From an optimization exercise on the open Yosys and OpenROAD flow, aimed at small area, a short achievable clock period and few clock cycles per item; shortcuts taken in it are not production practice.
No run shown here included a check of the RTL's function; only the layout flow was run.

==> flow/design.v (outline; a module is shown in full before it is edited, if it fits) <==
// module rgb_to_hsl_convert: 856 lines
module rgb_to_hsl_convert (
    input  logic        i_clk,
    input  logic        i_rst_n,
    input  logic        i_valid,
    output logic        o_stall,
    input  logic [7:0]  i_red,
    input  logic [7:0]  i_green,
    input  logic [7:0]  i_blue,
    input  logic [7:0]  i_alpha,
    output logic        o_valid,
    input  logic        i_stall,
    output logic [12:0] o_hue,
    output logic [7:0]  o_saturation,
    output logic [7:0]  o_luminance,
    output logic [7:0]  o_alpha_out
);
  // ...
==> flow/run.sh <==
#!/bin/bash
# synth_recipe.tcl (not shown) runs the flow's synth.tcl, then flattens the netlist and writes it again
# the make line also repeats each setting of config.mk as NAME=value (left out here)
make -C /OpenROAD-flow-scripts/flow DESIGN_CONFIG=/design/flow/config.mk WORK_HOME=/design/flow/orfs CLKGATE_MAP_FILE= SYNTH_SCRIPT=/design/flow/synth_recipe.tcl finish
==> flow/config.mk <==
export PLATFORM = sky130hd
export DESIGN_NAME = rgb_to_hsl_convert
export DESIGN_NICKNAME = rgb_to_hsl_convert
export VERILOG_FILES = /design/flow/design.v
export SDC_FILE = /design/flow/constraint.sdc
export NUM_CORES = 4
export LEC_CHECK = 0
export ABC_AREA = 1
export CAP_MARGIN = 20
export CORE_MARGIN = 2
export CORE_UTILIZATION = 40
export SETUP_SLACK_MARGIN = 4.2
export SLEW_MARGIN = 20
==> flow/constraint.sdc <==
create_clock -name core_clock -period 8.0 [get_ports {i_clk}]
set_input_delay 1.6000 -clock core_clock [delete_from_list [all_inputs] [get_ports {i_clk}]]
set_output_delay 1.6000 -clock core_clock [all_outputs]
set_load 0.01 [all_outputs]
==> impl_results.md, run 1 <==
- Crit-path max FO: 3
- GR peak layer: met2
- Pre-CTS WS: ~2.5 ns
- Hold Slack: 0.4152 ns
- Clock Skew: 0.01683 ns
- Status: complete, no violations
- Worst path bufs/invs: 7
- Hold_sp: hq__r3[2]
- Fin area: 26160 um2
- Crit path capture: sr__r2[5]
- Worst Path Arrival: 4.10 ns
- Worst Path Required: 8.26 ns
- Slew @ Worst Pin: 1.002 ns
- Non-clock buffering overhead: 7.065%
- Core Area: approximately 52000 um2
- Synth Area in Simple Gates: 25.01%
- Initial DRC Count: 786
- Most common cell after layout, fill and taps aside: nand2_1
- Clock-cell share: under 10%
- Number of remaining DRC errors: 0
==> run 2: changes to the inputs <==
--- a/flow/design.v
+++ b/flow/design.v
@@ -236,17 +236,17 @@
     assign hb__97 = (hg__93[2] | (hp__94[2] & (hg__93[1] | (hp__94[1] & hg__93[0]))));
     logic [0:0] hb__98;
     assign hb__98 = ((hg__93[3] | (hp__94[3] & hg__93[2])) | ((hp__94[3] & hp__94[2]) & (hg__93[1] | (hp__94[1] & hg__93[0]))));
     logic [0:0] hb__99;
     assign hb__99 = (hg__93[4] | (hp__94[4] & ((hg__93[3] | (hp__94[3] & hg__93[2])) | ((hp__94[3] & hp__94[2]) & (hg__93[1] | (hp__94[1] & hg__93[0]))))));
     logic [0:0] hb__100;
     assign hb__100 = ((hg__93[5] | (hp__94[5] & hg__93[4])) | ((hp__94[5] & hp__94[4]) & ((hg__93[3] | (hp__94[3] & hg__93[2])) | ((hp__94[3] & hp__94[2]) & (hg__93[1] | (hp__94[1] & hg__93[0]))))));
     logic [0:0] hb__101;
-    assign hb__101 = (hg__93[6] | (hp__94[6] & ((hg__93[5] | (hp__94[5] & hg__93[4])) | ((hp__94[5] & hp__94[4]) & ((hg__93[3] | (hp__94[3] & hg__93[2])) | ((hp__94[3] & hp__94[2]) & (hg__93[1] | (hp__94[1] & hg__93[0]))))))));
+    assign hb__101 = ((hg__93[6] | (hp__94[6] & (hg__93[5] | (hp__94[5] & hg__93[4])))) | ((hp__94[6] & (hp__94[5] & hp__94[4])) & ((hg__93[3] | (hp__94[3] & hg__93[2])) | ((hp__94[3] & hp__94[2]) & (hg__93[1] | (hp__94[1] & hg__93[0]))))));
     logic [0:0] hb__102;
     assign hb__102 = (((hg__93[7] | (hp__94[7] & hg__93[6])) | ((hp__94[7] & hp__94[6]) & (hg__93[5] | (hp__94[5] & hg__93[4])))) | (((hp__94[7] & hp__94[6]) & (hp__94[5] & hp__94[4])) & ((hg__93[3] | (hp__94[3] & hg__93[2])) | ((hp__94[3] & hp__94[2]) & (hg__93[1] | (hp__94[1] & hg__93[0]))))));
     logic [0:0] hb__103;
     assign hb__103 = (hg__93[8] | (hp__94[8] & (((hg__93[7] | (hp__94[7] & hg__93[6])) | ((hp__94[7] & hp__94[6]) & (hg__93[5] | (hp__94[5] & hg__93[4])))) | (((hp__94[7] & hp__94[6]) & (hp__94[5] & hp__94[4])) & ((hg__93[3] | (hp__94[3] & hg__93[2])) | ((hp__94[3] & hp__94[2]) & (hg__93[1] | (hp__94[1] & hg__93[0]))))))));
     logic [7:0] hx__104;
     assign hx__104 = ht__92[7:0] ^ (d__r2 ^ {hb__101, hb__100, hb__99, hb__98, hb__97, hb__96, hb__95, 1'b0});
     logic [9:0] hs__105;
     assign hs__105 = {hb__103, 1'b0, hx__104};
@@ -270,17 +270,17 @@
     assign sb__114 = (sg__110[2] | (sp__111[2] & (sg__110[1] | (sp__111[1] & sg__110[0]))));
     logic [0:0] sb__115;
     assign sb__115 = ((sg__110[3] | (sp__111[3] & sg__110[2])) | ((sp__111[3] & sp__111[2]) & (sg__110[1] | (sp__111[1] & sg__110[0]))));
     logic [0:0] sb__116;
     assign sb__116 = (sg__110[4] | (sp__111[4] & ((sg__110[3] | (sp__111[3] & sg__110[2])) | ((sp__111[3] & sp__111[2]) & (sg__110[1] | (sp__111[1] & sg__110[0]))))));
     logic [0:0] sb__117;
     assign sb__117 = ((sg__110[5] | (sp__111[5] & sg__110[4])) | ((sp__111[5] & sp__111[4]) & ((sg__110[3] | (sp__111[3] & sg__110[2])) | ((sp__111[3] & sp__111[2]) & (sg__110[1] | (sp__111[1] & sg__110[0]))))));
     logic [0:0] sb__118;
-    assign sb__118 = (sg__110[6] | (sp__111[6] & ((sg__110[5] | (sp__111[5] & sg__110[4])) | ((sp__111[5] & sp__111[4]) & ((sg__110[3] | (sp__111[3] & sg__110[2])) | ((sp__111[3] & sp__111[2]) & (sg__110[1] | (sp__111[1] & sg__110[0]))))))));
+    assign sb__118 = ((sg__110[6] | (sp__111[6] & (sg__110[5] | (sp__111[5] & sg__110[4])))) | ((sp__111[6] & (sp__111[5] & sp__111[4])) & ((sg__110[3] | (sp__111[3] & sg__110[2])) | ((sp__111[3] & sp__111[2]) & (sg__110[1] | (sp__111[1] & sg__110[0]))))));
     logic [0:0] sb__119;
     assign sb__119 = (((sg__110[7] | (sp__111[7] & sg__110[6])) | ((sp__111[7] & sp__111[6]) & (sg__110[5] | (sp__111[5] & sg__110[4])))) | (((sp__111[7] & sp__111[6]) & (sp__111[5] & sp__111[4])) & ((sg__110[3] | (sp__111[3] & sg__110[2])) | ((sp__111[3] & sp__111[2]) & (sg__110[1] | (sp__111[1] & sg__110[0]))))));
     logic [0:0] sb__120;
     assign sb__120 = (sg__110[8] | (sp__111[8] & (((sg__110[7] | (sp__111[7] & sg__110[6])) | ((sp__111[7] & sp__111[6]) & (sg__110[5] | (sp__111[5] & sg__110[4])))) | (((sp__111[7] & sp__111[6]) & (sp__111[5] & sp__111[4])) & ((sg__110[3] | (sp__111[3] & sg__110[2])) | ((sp__111[3] & sp__111[2]) & (sg__110[1] | (sp__111[1] & sg__110[0]))))))));
     logic [7:0] sx__121;
     assign sx__121 = st__109[7:0] ^ (den__r2 ^ {sb__118, sb__117, sb__116, sb__115, sb__114, sb__113, sb__112, 1'b0});
     logic [9:0] ss__122;
     assign ss__122 = {sb__120, 1'b0, sx__121};
@@ -304,17 +304,17 @@
     assign hb__131 = (hg__127[2] | (hp__128[2] & (hg__127[1] | (hp__128[1] & hg__127[0]))));
     logic [0:0] hb__132;
     assign hb__132 = ((hg__127[3] | (hp__128[3] & hg__127[2])) | ((hp__128[3] & hp__128[2]) & (hg__127[1] | (hp__128[1] & hg__127[0]))));
     logic [0:0] hb__133;
     assign hb__133 = (hg__127[4] | (hp__128[4] & ((hg__127[3] | (hp__128[3] & hg__127[2])) | ((hp__128[3] & hp__128[2]) & (hg__127[1] | (hp__128[1] & hg__127[0]))))));
     logic [0:0] hb__134;
     assign hb__134 = ((hg__127[5] | (hp__128[5] & hg__127[4])) | ((hp__128[5] & hp__128[4]) & ((hg__127[3] | (hp__128[3] & hg__127[2])) | ((hp__128[3] & hp__128[2]) & (hg__127[1] | (hp__128[1] & hg__127[0]))))));
     logic [0:0] hb__135;
-    assign hb__135 = (hg__127[6] | (hp__128[6] & ((hg__127[5] | (hp__128[5] & hg__127[4])) | ((hp__128[5] & hp__128[4]) & ((hg__127[3] | (hp__128[3] & hg__127[2])) | ((hp__128[3] & hp__128[2]) & (hg__127[1] | (hp__128[1] & hg__127[0]))))))));
+    assign hb__135 = ((hg__127[6] | (hp__128[6] & (hg__127[5] | (hp__128[5] & hg__127[4])))) | ((hp__128[6] & (hp__128[5] & hp__128[4])) & ((hg__127[3] | (hp__128[3] & hg__127[2])) | ((hp__128[3] & hp__128[2]) & (hg__127[1] | (hp__128[1] & hg__127[0]))))));
     logic [0:0] hb__136;
     assign hb__136 = (((hg__127[7] | (hp__128[7] & hg__127[6])) | ((hp__128[7] & hp__128[6]) & (hg__127[5] | (hp__128[5] & hg__127[4])))) | (((hp__128[7] & hp__128[6]) & (hp__128[5] & hp__128[4])) & ((hg__127[3] | (hp__128[3] & hg__127[2])) | ((hp__128[3] & hp__128[2]) & (hg__127[1] | (hp__128[1] & hg__127[0]))))));
     logic [0:0] hb__137;
     assign hb__137 = (hg__127[8] | (hp__128[8] & (((hg__127[7] | (hp__128[7] & hg__127[6])) | ((hp__128[7] & hp__128[6]) & (hg__127[5] | (hp__128[5] & hg__127[4])))) | (((hp__128[7] & hp__128[6]) & (hp__128[5] & hp__128[4])) & ((hg__127[3] | (hp__128[3] & hg__127[2])) | ((hp__128[3] & hp__128[2]) & (hg__127[1] | (hp__128[1] & hg__127[0]))))))));
     logic [7:0] hx__138;
     assign hx__138 = ht__126[7:0] ^ (d__r2 ^ {hb__135, hb__134, hb__133, hb__132, hb__131, hb__130, hb__129, 1'b0});
     logic [9:0] hs__139;
     assign hs__139 = {hb__137, 1'b0, hx__138};
@@ -336,17 +336,17 @@
     assign sb__147 = (sg__143[2] | (sp__144[2] & (sg__143[1] | (sp__144[1] & sg__143[0]))));
     logic [0:0] sb__148;
     assign sb__148 = ((sg__143[3] | (sp__144[3] & sg__143[2])) | ((sp__144[3] & sp__144[2]) & (sg__143[1] | (sp__144[1] & sg__143[0]))));
     logic [0:0] sb__149;
     assign sb__149 = (sg__143[4] | (sp__144[4] & ((sg__143[3] | (sp__144[3] & sg__143[2])) | ((sp__144[3] & sp__144[2]) & (sg__143[1] | (sp__144[1] & sg__143[0]))))));
     logic [0:0] sb__150;
     assign sb__150 = ((sg__143[5] | (sp__144[5] & sg__143[4])) | ((sp__144[5] & sp__144[4]) & ((sg__143[3] | (sp__144[3] & sg__143[2])) | ((sp__144[3] & sp__144[2]) & (sg__143[1] | (sp__144[1] & sg__143[0]))))));
     logic [0:0] sb__151;
-    assign sb__151 = (sg__143[6] | (sp__144[6] & ((sg__143[5] | (sp__144[5] & sg__143[4])) | ((sp__144[5] & sp__144[4]) & ((sg__143[3] | (sp__144[3] & sg__143[2])) | ((sp__144[3] & sp__144[2]) & (sg__143[1] | (sp__144[1] & sg__143[0]))))))));
+    assign sb__151 = ((sg__143[6] | (sp__144[6] & (sg__143[5] | (sp__144[5] & sg__143[4])))) | ((sp__144[6] & (sp__144[5] & sp__144[4])) & ((sg__143[3] | (sp__144[3] & sg__143[2])) | ((sp__144[3] & sp__144[2]) & (sg__143[1] | (sp__144[1] & sg__143[0]))))));
     logic [0:0] sb__152;
     assign sb__152 = (((sg__143[7] | (sp__144[7] & sg__143[6])) | ((sp__144[7] & sp__144[6]) & (sg__143[5] | (sp__144[5] & sg__143[4])))) | (((sp__144[7] & sp__144[6]) & (sp__144[5] & sp__144[4])) & ((sg__143[3] | (sp__144[3] & sg__143[2])) | ((sp__144[3] & sp__144[2]) & (sg__143[1] | (sp__144[1] & sg__143[0]))))));
     logic [0:0] sb__153;
     assign sb__153 = (sg__143[8] | (sp__144[8] & (((sg__143[7] | (sp__144[7] & sg__143[6])) | ((sp__144[7] & sp__144[6]) & (sg__143[5] | (sp__144[5] & sg__143[4])))) | (((sp__144[7] & sp__144[6]) & (sp__144[5] & sp__144[4])) & ((sg__143[3] | (sp__144[3] & sg__143[2])) | ((sp__144[3] & sp__144[2]) & (sg__143[1] | (sp__144[1] & sg__143[0]))))))));
     logic [7:0] sx__154;
     assign sx__154 = st__142[7:0] ^ (den__r2 ^ {sb__151, sb__150, sb__149, sb__148, sb__147, sb__146, sb__145, 1'b0});
     logic [9:0] ss__155;
     assign ss__155 = {sb__153, 1'b0, sx__154};
@@ -380,17 +380,17 @@
     assign hb__164 = (hg__160[2] | (hp__161[2] & (hg__160[1] | (hp__161[1] & hg__160[0]))));
     logic [0:0] hb__165;
     assign hb__165 = ((hg__160[3] | (hp__161[3] & hg__160[2])) | ((hp__161[3] & hp__161[2]) & (hg__160[1] | (hp__161[1] & hg__160[0]))));
     logic [0:0] hb__166;
     assign hb__166 = (hg__160[4] | (hp__161[4] & ((hg__160[3] | (hp__161[3] & hg__160[2])) | ((hp__161[3] & hp__161[2]) & (hg__160[1] | (hp__161[1] & hg__160[0]))))));
     logic [0:0] hb__167;
     assign hb__167 = ((hg__160[5] | (hp__161[5] & hg__160[4])) | ((hp__161[5] & hp__161[4]) & ((hg__160[3] | (hp__161[3] & hg__160[2])) | ((hp__161[3] & hp__161[2]) & (hg__160[1] | (hp__161[1] & hg__160[0]))))));
     logic [0:0] hb__168;
-    assign hb__168 = (hg__160[6] | (hp__161[6] & ((hg__160[5] | (hp__161[5] & hg__160[4])) | ((hp__161[5] & hp__161[4]) & ((hg__160[3] | (hp__161[3] & hg__160[2])) | ((hp__161[3] & hp__161[2]) & (hg__160[1] | (hp__161[1] & hg__160[0]))))))));
+    assign hb__168 = ((hg__160[6] | (hp__161[6] & (hg__160[5] | (hp__161[5] & hg__160[4])))) | ((hp__161[6] & (hp__161[5] & hp__161[4])) & ((hg__160[3] | (hp__161[3] & hg__160[2])) | ((hp__161[3] & hp__161[2]) & (hg__160[1] | (hp__161[1] & hg__160[0]))))));
     logic [0:0] hb__169;
     assign hb__169 = (((hg__160[7] | (hp__161[7] & hg__160[6])) | ((hp__161[7] & hp__161[6]) & (hg__160[5] | (hp__161[5] & hg__160[4])))) | (((hp__161[7] & hp__161[6]) & (hp__161[5] & hp__161[4])) & ((hg__160[3] | (hp__161[3] & hg__160[2])) | ((hp__161[3] & hp__161[2]) & (hg__160[1] | (hp__161[1] & hg__160[0]))))));
     logic [0:0] hb__170;
     assign hb__170 = (hg__160[8] | (hp__161[8] & (((hg__160[7] | (hp__161[7] & hg__160[6])) | ((hp__161[7] & hp__161[6]) & (hg__160[5] | (hp__161[5] & hg__160[4])))) | (((hp__161[7] & hp__161[6]) & (hp__161[5] & hp__161[4])) & ((hg__160[3] | (hp__161[3] & hg__160[2])) | ((hp__161[3] & hp__161[2]) & (hg__160[1] | (hp__161[1] & hg__160[0]))))))));
     logic [7:0] hx__171;
     assign hx__171 = ht__159[7:0] ^ (d__r3 ^ {hb__168, hb__167, hb__166, hb__165, hb__164, hb__163, hb__162, 1'b0});
     logic [9:0] hs__172;
     assign hs__172 = {hb__170, 1'b0, hx__171};
@@ -412,17 +412,17 @@
     assign sb__180 = (sg__176[2] | (sp__177[2] & (sg__176[1] | (sp__177[1] & sg__176[0]))));
     logic [0:0] sb__181;
     assign sb__181 = ((sg__176[3] | (sp__177[3] & sg__176[2])) | ((sp__177[3] & sp__177[2]) & (sg__176[1] | (sp__177[1] & sg__176[0]))));
     logic [0:0] sb__182;
     assign sb__182 = (sg__176[4] | (sp__177[4] & ((sg__176[3] | (sp__177[3] & sg__176[2])) | ((sp__177[3] & sp__177[2]) & (sg__176[1] | (sp__177[1] & sg__176[0]))))));
     logic [0:0] sb__183;
     assign sb__183 = ((sg__176[5] | (sp__177[5] & sg__176[4])) | ((sp__177[5] & sp__177[4]) & ((sg__176[3] | (sp__177[3] & sg__176[2])) | ((sp__177[3] & sp__177[2]) & (sg__176[1] | (sp__177[1] & sg__176[0]))))));
     logic [0:0] sb__184;
-    assign sb__184 = (sg__176[6] | (sp__177[6] & ((sg__176[5] | (sp__177[5] & sg__176[4])) | ((sp__177[5] & sp__177[4]) & ((sg__176[3] | (sp__177[3] & sg__176[2])) | ((sp__177[3] & sp__177[2]) & (sg__176[1] | (sp__177[1] & sg__176[0]))))))));
+    assign sb__184 = ((sg__176[6] | (sp__177[6] & (sg__176[5] | (sp__177[5] & sg__176[4])))) | ((sp__177[6] & (sp__177[5] & sp__177[4])) & ((sg__176[3] | (sp__177[3] & sg__176[2])) | ((sp__177[3] & sp__177[2]) & (sg__176[1] | (sp__177[1] & sg__176[0]))))));
     logic [0:0] sb__185;
     assign sb__185 = (((sg__176[7] | (sp__177[7] & sg__176[6])) | ((sp__177[7] & sp__177[6]) & (sg__176[5] | (sp__177[5] & sg__176[4])))) | (((sp__177[7] & sp__177[6]) & (sp__177[5] & sp__177[4])) & ((sg__176[3] | (sp__177[3] & sg__176[2])) | ((sp__177[3] & sp__177[2]) & (sg__176[1] | (sp__177[1] & sg__176[0]))))));
     logic [0:0] sb__186;
     assign sb__186 = (sg__176[8] | (sp__177[8] & (((sg__176[7] | (sp__177[7] & sg__176[6])) | ((sp__177[7] & sp__177[6]) & (sg__176[5] | (sp__177[5] & sg__176[4])))) | (((sp__177[7] & sp__177[6]) & (sp__177[5] & sp__177[4])) & ((sg__176[3] | (sp__177[3] & sg__176[2])) | ((sp__177[3] & sp__177[2]) & (sg__176[1] | (sp__177[1] & sg__176[0]))))))));
     logic [7:0] sx__187;
     assign sx__187 = st__175[7:0] ^ (den__r3 ^ {sb__184, sb__183, sb__182, sb__181, sb__180, sb__179, sb__178, 1'b0});
     logic [9:0] ss__188;
     assign ss__188 = {sb__186, 1'b0, sx__187};
@@ -446,17 +446,17 @@
     assign hb__197 = (hg__193[2] | (hp__194[2] & (hg__193[1] | (hp__194[1] & hg__193[0]))));
     logic [0:0] hb__198;
     assign hb__198 = ((hg__193[3] | (hp__194[3] & hg__193[2])) | ((hp__194[3] & hp__194[2]) & (hg__193[1] | (hp__194[1] & hg__193[0]))));
     logic [0:0] hb__199;
     assign hb__199 = (hg__193[4] | (hp__194[4] & ((hg__193[3] | (hp__194[3] & hg__193[2])) | ((hp__194[3] & hp__194[2]) & (hg__193[1] | (hp__194[1] & hg__193[0]))))));
     logic [0:0] hb__200;
     assign hb__200 = ((hg__193[5] | (hp__194[5] & hg__193[4])) | ((hp__194[5] & hp__194[4]) & ((hg__193[3] | (hp__194[3] & hg__193[2])) | ((hp__194[3] & hp__194[2]) & (hg__193[1] | (hp__194[1] & hg__193[0]))))));
     logic [0:0] hb__201;
-    assign hb__201 = (hg__193[6] | (hp__194[6] & ((hg__193[5] | (hp__194[5] & hg__193[4])) | ((hp__194[5] & hp__194[4]) & ((hg__193[3] | (hp__194[3] & hg__193[2])) | ((hp__194[3] & hp__194[2]) & (hg__193[1] | (hp__194[1] & hg__193[0]))))))));
+    assign hb__201 = ((hg__193[6] | (hp__194[6] & (hg__193[5] | (hp__194[5] & hg__193[4])))) | ((hp__194[6] & (hp__194[5] & hp__194[4])) & ((hg__193[3] | (hp__194[3] & hg__193[2])) | ((hp__194[3] & hp__194[2]) & (hg__193[1] | (hp__194[1] & hg__193[0]))))));
     logic [0:0] hb__202;
     assign hb__202 = (((hg__193[7] | (hp__194[7] & hg__193[6])) | ((hp__194[7] & hp__194[6]) & (hg__193[5] | (hp__194[5] & hg__193[4])))) | (((hp__194[7] & hp__194[6]) & (hp__194[5] & hp__194[4])) & ((hg__193[3] | (hp__194[3] & hg__193[2])) | ((hp__194[3] & hp__194[2]) & (hg__193[1] | (hp__194[1] & hg__193[0]))))));
     logic [0:0] hb__203;
     assign hb__203 = (hg__193[8] | (hp__194[8] & (((hg__193[7] | (hp__194[7] & hg__193[6])) | ((hp__194[7] & hp__194[6]) & (hg__193[5] | (hp__194[5] & hg__193[4])))) | (((hp__194[7] & hp__194[6]) & (hp__194[5] & hp__194[4])) & ((hg__193[3] | (hp__194[3] & hg__193[2])) | ((hp__194[3] & hp__194[2]) & (hg__193[1] | (hp__194[1] & hg__193[0]))))))));
     logic [7:0] hx__204;
     assign hx__204 = ht__192[7:0] ^ (d__r3 ^ {hb__201, hb__200, hb__199, hb__198, hb__197, hb__196, hb__195, 1'b0});
     logic [9:0] hs__205;
     assign hs__205 = {hb__203, 1'b0, hx__204};
@@ -478,17 +478,17 @@
     assign sb__213 = (sg__209[2] | (sp__210[2] & (sg__209[1] | (sp__210[1] & sg__209[0]))));
     logic [0:0] sb__214;
     assign sb__214 = ((sg__209[3] | (sp__210[3] & sg__209[2])) | ((sp__210[3] & sp__210[2]) & (sg__209[1] | (sp__210[1] & sg__209[0]))));
     logic [0:0] sb__215;
     assign sb__215 = (sg__209[4] | (sp__210[4] & ((sg__209[3] | (sp__210[3] & sg__209[2])) | ((sp__210[3] & sp__210[2]) & (sg__209[1] | (sp__210[1] & sg__209[0]))))));
     logic [0:0] sb__216;
     assign sb__216 = ((sg__209[5] | (sp__210[5] & sg__209[4])) | ((sp__210[5] & sp__210[4]) & ((sg__209[3] | (sp__210[3] & sg__209[2])) | ((sp__210[3] & sp__210[2]) & (sg__209[1] | (sp__210[1] & sg__209[0]))))));
     logic [0:0] sb__217;
-    assign sb__217 = (sg__209[6] | (sp__210[6] & ((sg__209[5] | (sp__210[5] & sg__209[4])) | ((sp__210[5] & sp__210[4]) & ((sg__209[3] | (sp__210[3] & sg__209[2])) | ((sp__210[3] & sp__210[2]) & (sg__209[1] | (sp__210[1] & sg__209[0]))))))));
+    assign sb__217 = ((sg__209[6] | (sp__210[6] & (sg__209[5] | (sp__210[5] & sg__209[4])))) | ((sp__210[6] & (sp__210[5] & sp__210[4])) & ((sg__209[3] | (sp__210[3] & sg__209[2])) | ((sp__210[3] & sp__210[2]) & (sg__209[1] | (sp__210[1] & sg__209[0]))))));
     logic [0:0] sb__218;
     assign sb__218 = (((sg__209[7] | (sp__210[7] & sg__209[6])) | ((sp__210[7] & sp__210[6]) & (sg__209[5] | (sp__210[5] & sg__209[4])))) | (((sp__210[7] & sp__210[6]) & (sp__210[5] & sp__210[4])) & ((sg__209[3] | (sp__210[3] & sg__209[2])) | ((sp__210[3] & sp__210[2]) & (sg__209[1] | (sp__210[1] & sg__209[0]))))));
     logic [0:0] sb__219;
     assign sb__219 = (sg__209[8] | (sp__210[8] & (((sg__209[7] | (sp__210[7] & sg__209[6])) | ((sp__210[7] & sp__210[6]) & (sg__209[5] | (sp__210[5] & sg__209[4])))) | (((sp__210[7] & sp__210[6]) & (sp__210[5] & sp__210[4])) & ((sg__209[3] | (sp__210[3] & sg__209[2])) | ((sp__210[3] & sp__210[2]) & (sg__209[1] | (sp__210[1] & sg__209[0]))))))));
     logic [7:0] sx__220;
     assign sx__220 = st__208[7:0] ^ (den__r3 ^ {sb__217, sb__216, sb__215, sb__214, sb__213, sb__212, sb__211, 1'b0});
     logic [9:0] ss__221;
     assign ss__221 = {sb__219, 1'b0, sx__220};
@@ -522,17 +522,17 @@
     assign hb__230 = (hg__226[2] | (hp__227[2] & (hg__226[1] | (hp__227[1] & hg__226[0]))));
     logic [0:0] hb__231;
     assign hb__231 = ((hg__226[3] | (hp__227[3] & hg__226[2])) | ((hp__227[3] & hp__227[2]) & (hg__226[1] | (hp__227[1] & hg__226[0]))));
     logic [0:0] hb__232;
     assign hb__232 = (hg__226[4] | (hp__227[4] & ((hg__226[3] | (hp__227[3] & hg__226[2])) | ((hp__227[3] & hp__227[2]) & (hg__226[1] | (hp__227[1] & hg__226[0]))))));
     logic [0:0] hb__233;
     assign hb__233 = ((hg__226[5] | (hp__227[5] & hg__226[4])) | ((hp__227[5] & hp__227[4]) & ((hg__226[3] | (hp__227[3] & hg__226[2])) | ((hp__227[3] & hp__227[2]) & (hg__226[1] | (hp__227[1] & hg__226[0]))))));
     logic [0:0] hb__234;
-    assign hb__234 = (hg__226[6] | (hp__227[6] & ((hg__226[5] | (hp__227[5] & hg__226[4])) | ((hp__227[5] & hp__227[4]) & ((hg__226[3] | (hp__227[3] & hg__226[2])) | ((hp__227[3] & hp__227[2]) & (hg__226[1] | (hp__227[1] & hg__226[0]))))))));
+    assign hb__234 = ((hg__226[6] | (hp__227[6] & (hg__226[5] | (hp__227[5] & hg__226[4])))) | ((hp__227[6] & (hp__227[5] & hp__227[4])) & ((hg__226[3] | (hp__227[3] & hg__226[2])) | ((hp__227[3] & hp__227[2]) & (hg__226[1] | (hp__227[1] & hg__226[0]))))));
     logic [0:0] hb__235;
     assign hb__235 = (((hg__226[7] | (hp__227[7] & hg__226[6])) | ((hp__227[7] & hp__227[6]) & (hg__226[5] | (hp__227[5] & hg__226[4])))) | (((hp__227[7] & hp__227[6]) & (hp__227[5] & hp__227[4])) & ((hg__226[3] | (hp__227[3] & hg__226[2])) | ((hp__227[3] & hp__227[2]) & (hg__226[1] | (hp__227[1] & hg__226[0]))))));
     logic [0:0] hb__236;
     assign hb__236 = (hg__226[8] | (hp__227[8] & (((hg__226[7] | (hp__227[7] & hg__226[6])) | ((hp__227[7] & hp__227[6]) & (hg__226[5] | (hp__227[5] & hg__226[4])))) | (((hp__227[7] & hp__227[6]) & (hp__227[5] & hp__227[4])) & ((hg__226[3] | (hp__227[3] & hg__226[2])) | ((hp__227[3] & hp__227[2]) & (hg__226[1] | (hp__227[1] & hg__226[0]))))))));
     logic [7:0] hx__237;
     assign hx__237 = ht__225[7:0] ^ (d__r4 ^ {hb__234, hb__233, hb__232, hb__231, hb__230, hb__229, hb__228, 1'b0});
     logic [9:0] hs__238;
     assign hs__238 = {hb__236, 1'b0, hx__237};
@@ -554,17 +554,17 @@
     assign sb__246 = (sg__242[2] | (sp__243[2] & (sg__242[1] | (sp__243[1] & sg__242[0]))));
     logic [0:0] sb__247;
     assign sb__247 = ((sg__242[3] | (sp__243[3] & sg__242[2])) | ((sp__243[3] & sp__243[2]) & (sg__242[1] | (sp__243[1] & sg__242[0]))));
     logic [0:0] sb__248;
     assign sb__248 = (sg__242[4] | (sp__243[4] & ((sg__242[3] | (sp__243[3] & sg__242[2])) | ((sp__243[3] & sp__243[2]) & (sg__242[1] | (sp__243[1] & sg__242[0]))))));
     logic [0:0] sb__249;
     assign sb__249 = ((sg__242[5] | (sp__243[5] & sg__242[4])) | ((sp__243[5] & sp__243[4]) & ((sg__242[3] | (sp__243[3] & sg__242[2])) | ((sp__243[3] & sp__243[2]) & (sg__242[1] | (sp__243[1] & sg__242[0]))))));
     logic [0:0] sb__250;
-    assign sb__250 = (sg__242[6] | (sp__243[6] & ((sg__242[5] | (sp__243[5] & sg__242[4])) | ((sp__243[5] & sp__243[4]) & ((sg__242[3] | (sp__243[3] & sg__242[2])) | ((sp__243[3] & sp__243[2]) & (sg__242[1] | (sp__243[1] & sg__242[0]))))))));
+    assign sb__250 = ((sg__242[6] | (sp__243[6] & (sg__242[5] | (sp__243[5] & sg__242[4])))) | ((sp__243[6] & (sp__243[5] & sp__243[4])) & ((sg__242[3] | (sp__243[3] & sg__242[2])) | ((sp__243[3] & sp__243[2]) & (sg__242[1] | (sp__243[1] & sg__242[0]))))));
     logic [0:0] sb__251;
     assign sb__251 = (((sg__242[7] | (sp__243[7] & sg__242[6])) | ((sp__243[7] & sp__243[6]) & (sg__242[5] | (sp__243[5] & sg__242[4])))) | (((sp__243[7] & sp__243[6]) & (sp__243[5] & sp__243[4])) & ((sg__242[3] | (sp__243[3] & sg__242[2])) | ((sp__243[3] & sp__243[2]) & (sg__242[1] | (sp__243[1] & sg__242[0]))))));
     logic [0:0] sb__252;
     assign sb__252 = (sg__242[8] | (sp__243[8] & (((sg__242[7] | (sp__243[7] & sg__242[6])) | ((sp__243[7] & sp__243[6]) & (sg__242[5] | (sp__243[5] & sg__242[4])))) | (((sp__243[7] & sp__243[6]) & (sp__243[5] & sp__243[4])) & ((sg__242[3] | (sp__243[3] & sg__242[2])) | ((sp__243[3] & sp__243[2]) & (sg__242[1] | (sp__243[1] & sg__242[0]))))))));
     logic [7:0] sx__253;
     assign sx__253 = st__241[7:0] ^ (den__r4 ^ {sb__250, sb__249, sb__248, sb__247, sb__246, sb__245, sb__244, 1'b0});
     logic [9:0] ss__254;
     assign ss__254 = {sb__252, 1'b0, sx__253};
@@ -588,17 +588,17 @@
     assign hb__263 = (hg__259[2] | (hp__260[2] & (hg__259[1] | (hp__260[1] & hg__259[0]))));
     logic [0:0] hb__264;
     assign hb__264 = ((hg__259[3] | (hp__260[3] & hg__259[2])) | ((hp__260[3] & hp__260[2]) & (hg__259[1] | (hp__260[1] & hg__259[0]))));
     logic [0:0] hb__265;
     assign hb__265 = (hg__259[4] | (hp__260[4] & ((hg__259[3] | (hp__260[3] & hg__259[2])) | ((hp__260[3] & hp__260[2]) & (hg__259[1] | (hp__260[1] & hg__259[0]))))));
     logic [0:0] hb__266;
     assign hb__266 = ((hg__259[5] | (hp__260[5] & hg__259[4])) | ((hp__260[5] & hp__260[4]) & ((hg__259[3] | (hp__260[3] & hg__259[2])) | ((hp__260[3] & hp__260[2]) & (hg__259[1] | (hp__260[1] & hg__259[0]))))));
     logic [0:0] hb__267;
-    assign hb__267 = (hg__259[6] | (hp__260[6] & ((hg__259[5] | (hp__260[5] & hg__259[4])) | ((hp__260[5] & hp__260[4]) & ((hg__259[3] | (hp__260[3] & hg__259[2])) | ((hp__260[3] & hp__260[2]) & (hg__259[1] | (hp__260[1] & hg__259[0]))))))));
+    assign hb__267 = ((hg__259[6] | (hp__260[6] & (hg__259[5] | (hp__260[5] & hg__259[4])))) | ((hp__260[6] & (hp__260[5] & hp__260[4])) & ((hg__259[3] | (hp__260[3] & hg__259[2])) | ((hp__260[3] & hp__260[2]) & (hg__259[1] | (hp__260[1] & hg__259[0]))))));
     logic [0:0] hb__268;
     assign hb__268 = (((hg__259[7] | (hp__260[7] & hg__259[6])) | ((hp__260[7] & hp__260[6]) & (hg__259[5] | (hp__260[5] & hg__259[4])))) | (((hp__260[7] & hp__260[6]) & (hp__260[5] & hp__260[4])) & ((hg__259[3] | (hp__260[3] & hg__259[2])) | ((hp__260[3] & hp__260[2]) & (hg__259[1] | (hp__260[1] & hg__259[0]))))));
     logic [0:0] hb__269;
     assign hb__269 = (hg__259[8] | (hp__260[8] & (((hg__259[7] | (hp__260[7] & hg__259[6])) | ((hp__260[7] & hp__260[6]) & (hg__259[5] | (hp__260[5] & hg__259[4])))) | (((hp__260[7] & hp__260[6]) & (hp__260[5] & hp__260[4])) & ((hg__259[3] | (hp__260[3] & hg__259[2])) | ((hp__260[3] & hp__260[2]) & (hg__259[1] | (hp__260[1] & hg__259[0]))))))));
     logic [7:0] hx__270;
     assign hx__270 = ht__258[7:0] ^ (d__r4 ^ {hb__267, hb__266, hb__265, hb__264, hb__263, hb__262, hb__261, 1'b0});
     logic [9:0] hs__271;
     assign hs__271 = {hb__269, 1'b0, hx__270};
@@ -620,17 +620,17 @@
     assign sb__279 = (sg__275[2] | (sp__276[2] & (sg__275[1] | (sp__276[1] & sg__275[0]))));
     logic [0:0] sb__280;
     assign sb__280 = ((sg__275[3] | (sp__276[3] & sg__275[2])) | ((sp__276[3] & sp__276[2]) & (sg__275[1] | (sp__276[1] & sg__275[0]))));
     logic [0:0] sb__281;
     assign sb__281 = (sg__275[4] | (sp__276[4] & ((sg__275[3] | (sp__276[3] & sg__275[2])) | ((sp__276[3] & sp__276[2]) & (sg__275[1] | (sp__276[1] & sg__275[0]))))));
     logic [0:0] sb__282;
     assign sb__282 = ((sg__275[5] | (sp__276[5] & sg__275[4])) | ((sp__276[5] & sp__276[4]) & ((sg__275[3] | (sp__276[3] & sg__275[2])) | ((sp__276[3] & sp__276[2]) & (sg__275[1] | (sp__276[1] & sg__275[0]))))));
     logic [0:0] sb__283;
-    assign sb__283 = (sg__275[6] | (sp__276[6] & ((sg__275[5] | (sp__276[5] & sg__275[4])) | ((sp__276[5] & sp__276[4]) & ((sg__275[3] | (sp__276[3] & sg__275[2])) | ((sp__276[3] & sp__276[2]) & (sg__275[1] | (sp__276[1] & sg__275[0]))))))));
+    assign sb__283 = ((sg__275[6] | (sp__276[6] & (sg__275[5] | (sp__276[5] & sg__275[4])))) | ((sp__276[6] & (sp__276[5] & sp__276[4])) & ((sg__275[3] | (sp__276[3] & sg__275[2])) | ((sp__276[3] & sp__276[2]) & (sg__275[1] | (sp__276[1] & sg__275[0]))))));
     logic [0:0] sb__284;
     assign sb__284 = (((sg__275[7] | (sp__276[7] & sg__275[6])) | ((sp__276[7] & sp__276[6]) & (sg__275[5] | (sp__276[5] & sg__275[4])))) | (((sp__276[7] & sp__276[6]) & (sp__276[5] & sp__276[4])) & ((sg__275[3] | (sp__276[3] & sg__275[2])) | ((sp__276[3] & sp__276[2]) & (sg__275[1] | (sp__276[1] & sg__275[0]))))));
     logic [0:0] sb__285;
     assign sb__285 = (sg__275[8] | (sp__276[8] & (((sg__275[7] | (sp__276[7] & sg__275[6])) | ((sp__276[7] & sp__276[6]) & (sg__275[5] | (sp__276[5] & sg__275[4])))) | (((sp__276[7] & sp__276[6]) & (sp__276[5] & sp__276[4])) & ((sg__275[3] | (sp__276[3] & sg__275[2])) | ((sp__276[3] & sp__276[2]) & (sg__275[1] | (sp__276[1] & sg__275[0]))))))));
     logic [7:0] sx__286;
     assign sx__286 = st__274[7:0] ^ (den__r4 ^ {sb__283, sb__282, sb__281, sb__280, sb__279, sb__278, sb__277, 1'b0});
     logic [9:0] ss__287;
     assign ss__287 = {sb__285, 1'b0, sx__286};
@@ -664,17 +664,17 @@
     assign hb__296 = (hg__292[2] | (hp__293[2] & (hg__292[1] | (hp__293[1] & hg__292[0]))));
     logic [0:0] hb__297;
     assign hb__297 = ((hg__292[3] | (hp__293[3] & hg__292[2])) | ((hp__293[3] & hp__293[2]) & (hg__292[1] | (hp__293[1] & hg__292[0]))));
     logic [0:0] hb__298;
     assign hb__298 = (hg__292[4] | (hp__293[4] & ((hg__292[3] | (hp__293[3] & hg__292[2])) | ((hp__293[3] & hp__293[2]) & (hg__292[1] | (hp__293[1] & hg__292[0]))))));
     logic [0:0] hb__299;
     assign hb__299 = ((hg__292[5] | (hp__293[5] & hg__292[4])) | ((hp__293[5] & hp__293[4]) & ((hg__292[3] | (hp__293[3] & hg__292[2])) | ((hp__293[3] & hp__293[2]) & (hg__292[1] | (hp__293[1] & hg__292[0]))))));
     logic [0:0] hb__300;
-    assign hb__300 = (hg__292[6] | (hp__293[6] & ((hg__292[5] | (hp__293[5] & hg__292[4])) | ((hp__293[5] & hp__293[4]) & ((hg__292[3] | (hp__293[3] & hg__292[2])) | ((hp__293[3] & hp__293[2]) & (hg__292[1] | (hp__293[1] & hg__292[0]))))))));
+    assign hb__300 = ((hg__292[6] | (hp__293[6] & (hg__292[5] | (hp__293[5] & hg__292[4])))) | ((hp__293[6] & (hp__293[5] & hp__293[4])) & ((hg__292[3] | (hp__293[3] & hg__292[2])) | ((hp__293[3] & hp__293[2]) & (hg__292[1] | (hp__293[1] & hg__292[0]))))));
     logic [0:0] hb__301;
     assign hb__301 = (((hg__292[7] | (hp__293[7] & hg__292[6])) | ((hp__293[7] & hp__293[6]) & (hg__292[5] | (hp__293[5] & hg__292[4])))) | (((hp__293[7] & hp__293[6]) & (hp__293[5] & hp__293[4])) & ((hg__292[3] | (hp__293[3] & hg__292[2])) | ((hp__293[3] & hp__293[2]) & (hg__292[1] | (hp__293[1] & hg__292[0]))))));
     logic [0:0] hb__302;
     assign hb__302 = (hg__292[8] | (hp__293[8] & (((hg__292[7] | (hp__293[7] & hg__292[6])) | ((hp__293[7] & hp__293[6]) & (hg__292[5] | (hp__293[5] & hg__292[4])))) | (((hp__293[7] & hp__293[6]) & (hp__293[5] & hp__293[4])) & ((hg__292[3] | (hp__293[3] & hg__292[2])) | ((hp__293[3] & hp__293[2]) & (hg__292[1] | (hp__293[1] & hg__292[0]))))))));
     logic [7:0] hx__303;
     assign hx__303 = ht__291[7:0] ^ (d__r5 ^ {hb__300, hb__299, hb__298, hb__297, hb__296, hb__295, hb__294, 1'b0});
     logic [9:0] hs__304;
     assign hs__304 = {hb__302, 1'b0, hx__303};
@@ -696,17 +696,17 @@
     assign sb__312 = (sg__308[2] | (sp__309[2] & (sg__308[1] | (sp__309[1] & sg__308[0]))));
     logic [0:0] sb__313;
     assign sb__313 = ((sg__308[3] | (sp__309[3] & sg__308[2])) | ((sp__309[3] & sp__309[2]) & (sg__308[1] | (sp__309[1] & sg__308[0]))));
     logic [0:0] sb__314;
     assign sb__314 = (sg__308[4] | (sp__309[4] & ((sg__308[3] | (sp__309[3] & sg__308[2])) | ((sp__309[3] & sp__309[2]) & (sg__308[1] | (sp__309[1] & sg__308[0]))))));
     logic [0:0] sb__315;
     assign sb__315 = ((sg__308[5] | (sp__309[5] & sg__308[4])) | ((sp__309[5] & sp__309[4]) & ((sg__308[3] | (sp__309[3] & sg__308[2])) | ((sp__309[3] & sp__309[2]) & (sg__308[1] | (sp__309[1] & sg__308[0]))))));
     logic [0:0] sb__316;
-    assign sb__316 = (sg__308[6] | (sp__309[6] & ((sg__308[5] | (sp__309[5] & sg__308[4])) | ((sp__309[5] & sp__309[4]) & ((sg__308[3] | (sp__309[3] & sg__308[2])) | ((sp__309[3] & sp__309[2]) & (sg__308[1] | (sp__309[1] & sg__308[0]))))))));
+    assign sb__316 = ((sg__308[6] | (sp__309[6] & (sg__308[5] | (sp__309[5] & sg__308[4])))) | ((sp__309[6] & (sp__309[5] & sp__309[4])) & ((sg__308[3] | (sp__309[3] & sg__308[2])) | ((sp__309[3] & sp__309[2]) & (sg__308[1] | (sp__309[1] & sg__308[0]))))));
     logic [0:0] sb__317;
     assign sb__317 = (((sg__308[7] | (sp__309[7] & sg__308[6])) | ((sp__309[7] & sp__309[6]) & (sg__308[5] | (sp__309[5] & sg__308[4])))) | (((sp__309[7] & sp__309[6]) & (sp__309[5] & sp__309[4])) & ((sg__308[3] | (sp__309[3] & sg__308[2])) | ((sp__309[3] & sp__309[2]) & (sg__308[1] | (sp__309[1] & sg__308[0]))))));
     logic [0:0] sb__318;
     assign sb__318 = (sg__308[8] | (sp__309[8] & (((sg__308[7] | (sp__309[7] & sg__308[6])) | ((sp__309[7] & sp__309[6]) & (sg__308[5] | (sp__309[5] & sg__308[4])))) | (((sp__309[7] & sp__309[6]) & (sp__309[5] & sp__309[4])) & ((sg__308[3] | (sp__309[3] & sg__308[2])) | ((sp__309[3] & sp__309[2]) & (sg__308[1] | (sp__309[1] & sg__308[0]))))))));
     logic [7:0] sx__319;
     assign sx__319 = st__307[7:0] ^ (den__r5 ^ {sb__316, sb__315, sb__314, sb__313, sb__312, sb__311, sb__310, 1'b0});
     logic [9:0] ss__320;
     assign ss__320 = {sb__318, 1'b0, sx__319};
@@ -730,17 +730,17 @@
     assign hb__329 = (hg__325[2] | (hp__326[2] & (hg__325[1] | (hp__326[1] & hg__325[0]))));
     logic [0:0] hb__330;
     assign hb__330 = ((hg__325[3] | (hp__326[3] & hg__325[2])) | ((hp__326[3] & hp__326[2]) & (hg__325[1] | (hp__326[1] & hg__325[0]))));
     logic [0:0] hb__331;
     assign hb__331 = (hg__325[4] | (hp__326[4] & ((hg__325[3] | (hp__326[3] & hg__325[2])) | ((hp__326[3] & hp__326[2]) & (hg__325[1] | (hp__326[1] & hg__325[0]))))));
     logic [0:0] hb__332;
     assign hb__332 = ((hg__325[5] | (hp__326[5] & hg__325[4])) | ((hp__326[5] & hp__326[4]) & ((hg__325[3] | (hp__326[3] & hg__325[2])) | ((hp__326[3] & hp__326[2]) & (hg__325[1] | (hp__326[1] & hg__325[0]))))));
     logic [0:0] hb__333;
-    assign hb__333 = (hg__325[6] | (hp__326[6] & ((hg__325[5] | (hp__326[5] & hg__325[4])) | ((hp__326[5] & hp__326[4]) & ((hg__325[3] | (hp__326[3] & hg__325[2])) | ((hp__326[3] & hp__326[2]) & (hg__325[1] | (hp__326[1] & hg__325[0]))))))));
+    assign hb__333 = ((hg__325[6] | (hp__326[6] & (hg__325[5] | (hp__326[5] & hg__325[4])))) | ((hp__326[6] & (hp__326[5] & hp__326[4])) & ((hg__325[3] | (hp__326[3] & hg__325[2])) | ((hp__326[3] & hp__326[2]) & (hg__325[1] | (hp__326[1] & hg__325[0]))))));
     logic [0:0] hb__334;
     assign hb__334 = (((hg__325[7] | (hp__326[7] & hg__325[6])) | ((hp__326[7] & hp__326[6]) & (hg__325[5] | (hp__326[5] & hg__325[4])))) | (((hp__326[7] & hp__326[6]) & (hp__326[5] & hp__326[4])) & ((hg__325[3] | (hp__326[3] & hg__325[2])) | ((hp__326[3] & hp__326[2]) & (hg__325[1] | (hp__326[1] & hg__325[0]))))));
     logic [0:0] hb__335;
     assign hb__335 = (hg__325[8] | (hp__326[8] & (((hg__325[7] | (hp__326[7] & hg__325[6])) | ((hp__326[7] & hp__326[6]) & (hg__325[5] | (hp__326[5] & hg__325[4])))) | (((hp__326[7] & hp__326[6]) & (hp__326[5] & hp__326[4])) & ((hg__325[3] | (hp__326[3] & hg__325[2])) | ((hp__326[3] & hp__326[2]) & (hg__325[1] | (hp__326[1] & hg__325[0]))))))));
     logic [7:0] hx__336;
     assign hx__336 = ht__324[7:0] ^ (d__r5 ^ {hb__333, hb__332, hb__331, hb__330, hb__329, hb__328, hb__327, 1'b0});
     logic [9:0] hs__337;
     assign hs__337 = {hb__335, 1'b0, hx__336};
@@ -762,17 +762,17 @@
     assign sb__345 = (sg__341[2] | (sp__342[2] & (sg__341[1] | (sp__342[1] & sg__341[0]))));
     logic [0:0] sb__346;
     assign sb__346 = ((sg__341[3] | (sp__342[3] & sg__341[2])) | ((sp__342[3] & sp__342[2]) & (sg__341[1] | (sp__342[1] & sg__341[0]))));
     logic [0:0] sb__347;
     assign sb__347 = (sg__341[4] | (sp__342[4] & ((sg__341[3] | (sp__342[3] & sg__341[2])) | ((sp__342[3] & sp__342[2]) & (sg__341[1] | (sp__342[1] & sg__341[0]))))));
     logic [0:0] sb__348;
     assign sb__348 = ((sg__341[5] | (sp__342[5] & sg__341[4])) | ((sp__342[5] & sp__342[4]) & ((sg__341[3] | (sp__342[3] & sg__341[2])) | ((sp__342[3] & sp__342[2]) & (sg__341[1] | (sp__342[1] & sg__341[0]))))));
     logic [0:0] sb__349;
-    assign sb__349 = (sg__341[6] | (sp__342[6] & ((sg__341[5] | (sp__342[5] & sg__341[4])) | ((sp__342[5] & sp__342[4]) & ((sg__341[3] | (sp__342[3] & sg__341[2])) | ((sp__342[3] & sp__342[2]) & (sg__341[1] | (sp__342[1] & sg__341[0]))))))));
+    assign sb__349 = ((sg__341[6] | (sp__342[6] & (sg__341[5] | (sp__342[5] & sg__341[4])))) | ((sp__342[6] & (sp__342[5] & sp__342[4])) & ((sg__341[3] | (sp__342[3] & sg__341[2])) | ((sp__342[3] & sp__342[2]) & (sg__341[1] | (sp__342[1] & sg__341[0]))))));
     logic [0:0] sb__350;
     assign sb__350 = (((sg__341[7] | (sp__342[7] & sg__341[6])) | ((sp__342[7] & sp__342[6]) & (sg__341[5] | (sp__342[5] & sg__341[4])))) | (((sp__342[7] & sp__342[6]) & (sp__342[5] & sp__342[4])) & ((sg__341[3] | (sp__342[3] & sg__341[2])) | ((sp__342[3] & sp__342[2]) & (sg__341[1] | (sp__342[1] & sg__341[0]))))));
     logic [0:0] sb__351;
     assign sb__351 = (sg__341[8] | (sp__342[8] & (((sg__341[7] | (sp__342[7] & sg__341[6])) | ((sp__342[7] & sp__342[6]) & (sg__341[5] | (sp__342[5] & sg__341[4])))) | (((sp__342[7] & sp__342[6]) & (sp__342[5] & sp__342[4])) & ((sg__341[3] | (sp__342[3] & sg__341[2])) | ((sp__342[3] & sp__342[2]) & (sg__341[1] | (sp__342[1] & sg__341[0]))))))));
     logic [7:0] sx__352;
     assign sx__352 = st__340[7:0] ^ (den__r5 ^ {sb__349, sb__348, sb__347, sb__346, sb__345, sb__344, sb__343, 1'b0});
     logic [9:0] ss__353;
     assign ss__353 = {sb__351, 1'b0, sx__352};
==> run 2 against run 1 <==
Synthesized cell count rose by 5.0%. Critical path depth shrank 20. Core utilization is 0.96 points lower. Via count rose by 0.92%. Final cell count up 2.7%. Worst setup slack improved by 0.088 ns. Register-to-register slack improved by 0.14 ns. Routed wire length fell by 3.5%. First-iteration DRC count increased by 3.2%. Highest routed layer unchanged.
==> impl_results.md, run 2 <==
- Met2 wire length: 24340 um (was 25030 um)
- Worst Path Arrival: 2.16 ns (was 4.10 ns)
- Layout cells sized above 1: 16.70% (was 19.51%)
- Worst Path Required: 6.40 ns (was 8.26 ns)
- Number of remaining DRC errors: 0 (unchanged)
- Setup TNS: 0 ns (unchanged)
- Core Area: 52660 um2 (was 52450 um2)
- Hold_buf cts: 0 (unchanged)
- Top post-synthesis cells by count: 752 x nand2_1, 405 x inv_1, 298 x edfxtp_1, 179 x nand3_1, 134 x nor2_1 (was 640 x nand2_1, 360 x inv_1, 298 x edfxtp_1, 228 x nand3_1, 124 x nor2_1)
- First-pass GRT wire length: 76380 um (was 78670 um)
- FMAX: 266.3 MHz (was 260.2 MHz)
- Post-Syn Instances: 2558 (was 2436)
- Fraction of registers with async set/reset: 0% (unchanged)
- Clock Skew: 0.02458 ns (was 0.01683 ns)
- Post-synth cell types: 49 (was 50)
- Fill cells: 4850 (was 4788)
- Hold Vio Cnt, Final: 0 (unchanged)
- CP endpoint kind: output port (was flop)
- Avg Inst Size Synth: 8.354 um2 (was 8.694 um2)
- Final nets: 2932 (was 2851)
- Wire per inst: 13.76 um (was 14.63 um)
- Mapped cell area: 21370 um2 (was 21180 um2)
- PortBufs: 74 (unchanged)
- CTS clock-pin slew for the worst setup and hold paths: 0.06 ns (about the same)
- Total GRT Usage: 16.50% (was 17.81%)
- Final Non-Filler Cells: 3454 (was 3364)
- Clock Latency Late Sink: 0.55 ns (was 0.54 ns)
- M1 WL: 19990 um (was 20450 um)
- Initial DRC Count: 811 (was 786)
- Most frequent cells in the layout: 734 x nand2_1, 376 x inv_1, 298 x edfxtp_1 (was 606 x nand2_1, 333 x inv_1, 298 x edfxtp_1)
- Crit-path max FO: 7 (was 3)
- Crit path kind: in2out (was reg2reg)
- Post-synth top area share: 41.88% (was 42.25%)
- Fin area: 25760 um2 (was 26160 um2)
- DR vias: 16980 (was 16830)
- Clk Tree Root Cell: clkbuf_16 (unchanged)
- Die Area: 55290 um2 (was 54810 um2)
- Tcrit/Tclk final: 46.94% (was 48.04%)
- Pre-CTS WS: 2.433 ns (was 2.531 ns)
- Die Ht: 235.1 um (was 234.1 um)
- Ys Warns: 1 (unchanged)
- Initial antenna violation count: 0 (unchanged)
- TritonCTS clock tree: yes (unchanged)
- Chip width: 235.1 um (was 234.1 um)
- R2R setup slack: 4.30 ns (was 4.16 ns)
- Largest area contributor in the netlist: edfxtp_1 (unchanged)
- Min-Delay Path Depth: 0 (unchanged)
- Synthesized Nets: 2753 (was 2639)
- ANT nets after route: 0 (unchanged)
- H-tree depth: 2 (unchanged)
- Routability congestion estimate: 0.9108 (was 0.8658)
- Post-DP HPWL: 33410 um (was 34640 um)
- Top-count cell post-synth: nand2_1 (unchanged)
- RSZ-0062 raised after global routing: true (unchanged)
- Via density: 4.917 (was 5.003)
- Ys flop type: edfxtp_1 (unchanged)
- Initial Util: 40.58% (was 40.38%)
- Startpoint types: input port (was flop)
- Hold Slack: 0.4044 ns (was 0.4152 ns)
- P&R area growth vs syn: 20.55% (was 23.51%)
- Pre-antenna DRT Iters: 5 (was 7)
- Clock Path Buffers: 3 (unchanged)
- WL met3: 1739 um (was 2031 um)
- Most common cell after layout, fill and taps aside: nand2_1 (unchanged)
- Hold Path End: k__r2[1] (was hq__r4[4])
- Biggest register: o_hue (unchanged)
- Setup ws final: 4.245 ns (was 4.157 ns)
- I/O pin cnt: 75 (unchanged)
- Hold_sp: k__r1[1] (was hq__r3[2])
- Top Metal Used: met4 (unchanged)
- Dpl cells: 3293 (was 3182)
- Post-synthesis sequential area ratio: 42.44% (was 42.82%)
- #FFs+latches synth: 304 (unchanged)
- Antenna diode count: 0 (unchanged)
- Pins Over Slew Limit: 0 (unchanged)
- Relative slew slack: 41.11% (was 33.22%)
- MaxCap Viol Count: 0 (unchanged)
- Status: complete, no violations (unchanged)
- Routed wire length: 47530 um (was 49230 um)
- Placed cell areas: 22840 um2 (was 22740 um2)
- R2R depth: 21 (was 24)
- Post-route minimum period: 3.755 ns (was 3.843 ns)
- Slew @ Worst Pin: 0.8834 ns (was 1.002 ns)
- Worst reg2reg path endpoint: sr__r2[5] (unchanged)
- Ranking of synthesized cells by area: edfxtp_1 42%, nand2_1 13%, inv_1 7.1%, ha_1 6.0%, fa_1 5.3% (was edfxtp_1 42%, nand2_1 11%, inv_1 6.4%, fa_1 6.1%, ha_1 6.0%)
- Finished Core Util: 48.92% (was 49.88%)
- Setup violators final: 0 (unchanged)
- Hold Path Class: reg2reg (unchanged)
- TritonCTS Sinks: 304 (unchanged)
- CTS Buf Count: 37 (was 38)
- R2R Path Start: mn__r1[1] (was d__r1[2])
- Row cnt: 84 (unchanged)
- Overflow after GRT: 0 (unchanged)
- Flip-flop count of the largest register after layout: 13 (unchanged)
- Largest net degree at the start of global routing: 73 (was 81)
- Number of synthesized flops with an enable pin: 298 (unchanged)
- Vias in the first global route: 16170 (was 16200)
==> run 2: cell type report <==
class                           count  area [um2]  share of cell area (%)
Sequential cell                   304        9069                   35.20
Multi-Input combinational cell   1788       11300                   43.88
Tap cell                          688       860.8                   3.342
Timing Repair Buffer              171        1615                   6.271
Inverter                          435        1659                   6.441
Clock buffer                       41       983.4                   3.818
Clock inverter                     27       270.3                   1.049
==> run 2: logic make-up after synthesis <==
logic type,Yosys count,share of synthesized area (%)
compound gates,294,7.934
xor+xnor,114,4.672
fa+ha+maj,159,11.31
buf+inv,470,8.730
flops,304,42.44
mux,1,0.04684
simple gates,1216,24.87
==> run 2: layer usage <==
metal | GRT usage (%) | vias to the layer above
li1 | - | 8658
met4 | 5.888 | 0
met3 | 2.486 | 120
met5 | 0 | -
met1 | 19.35 | 7861
met2 | 30.42 | 344
==> run 2: how the worst max path moves through the flow <==
stage / from / to / slack (ns) / cells past startpoint
after floorplan: i_stall / o_stall / 3.25 / 2
after global placement: i_green[0] / f__r1[3] / 2.47 / 20
after detailed placement: i_green[5] / d__r1[1] / 2.43 / 16
after CTS: i_red[4] / f__r1[4] / 4.19 / 14
after global routing: mn__r1[1] / sl__r2[7] / 4.11 / 23
final: i_stall / o_stall / 4.24 / 4
==> run 2: repair_timing <==
item                       4_1_cts  5_1_grt
buffers inserted                39       44
setup endpoints to repair       47       37
gates cloned                     8        2
pin swaps                       20       44
gates resized for setup         98      139
==> run 2: critical path, cell delays in order <==
cell and delay, ns:
buf_8 0.15, nand2_8 0.07, inv_4 0.10, clkdlybuf4s15_1 0.24

[separate check: timing with driven ports]
Ports are ideal in the flow. The routed layouts listed here were re-timed in OpenROAD.
Step 1 assumes that a clkbuf_16 drives the clock port and a buf_2 every other input.
Step 2 adds t to the input delays and takes it off the output delays; t is the mean of the earliest and latest rising clock arrival at the registers after step 1. Input paths then give back, and output paths get back, about the clock's delay inside the block.
a / b / c = no drivers / after step 1 / after step 2; a / b = the first two.
| run | t, ns | setup slack, ns | hold slack, ns | worst setup path at the end | worst register clock-pin slew, ns |
|---|---|---|---|---|---|
| run 1 | 0.591 | 4.157 / 4.157 / 3.696 | 0.415 / 0.415 / 0.415 | input to register | 0.06 / 0.06 |
| run 2 | 0.591 | 4.245 / 4.193 / 3.697 | 0.404 / 0.404 / 0.404 | input to register | 0.07 / 0.07 |
After both steps every run listed still meets setup and hold. For run 2, which loses most, drivers alone change the setup slack by -0.052 ns; drivers and shift together by -0.548 ns.
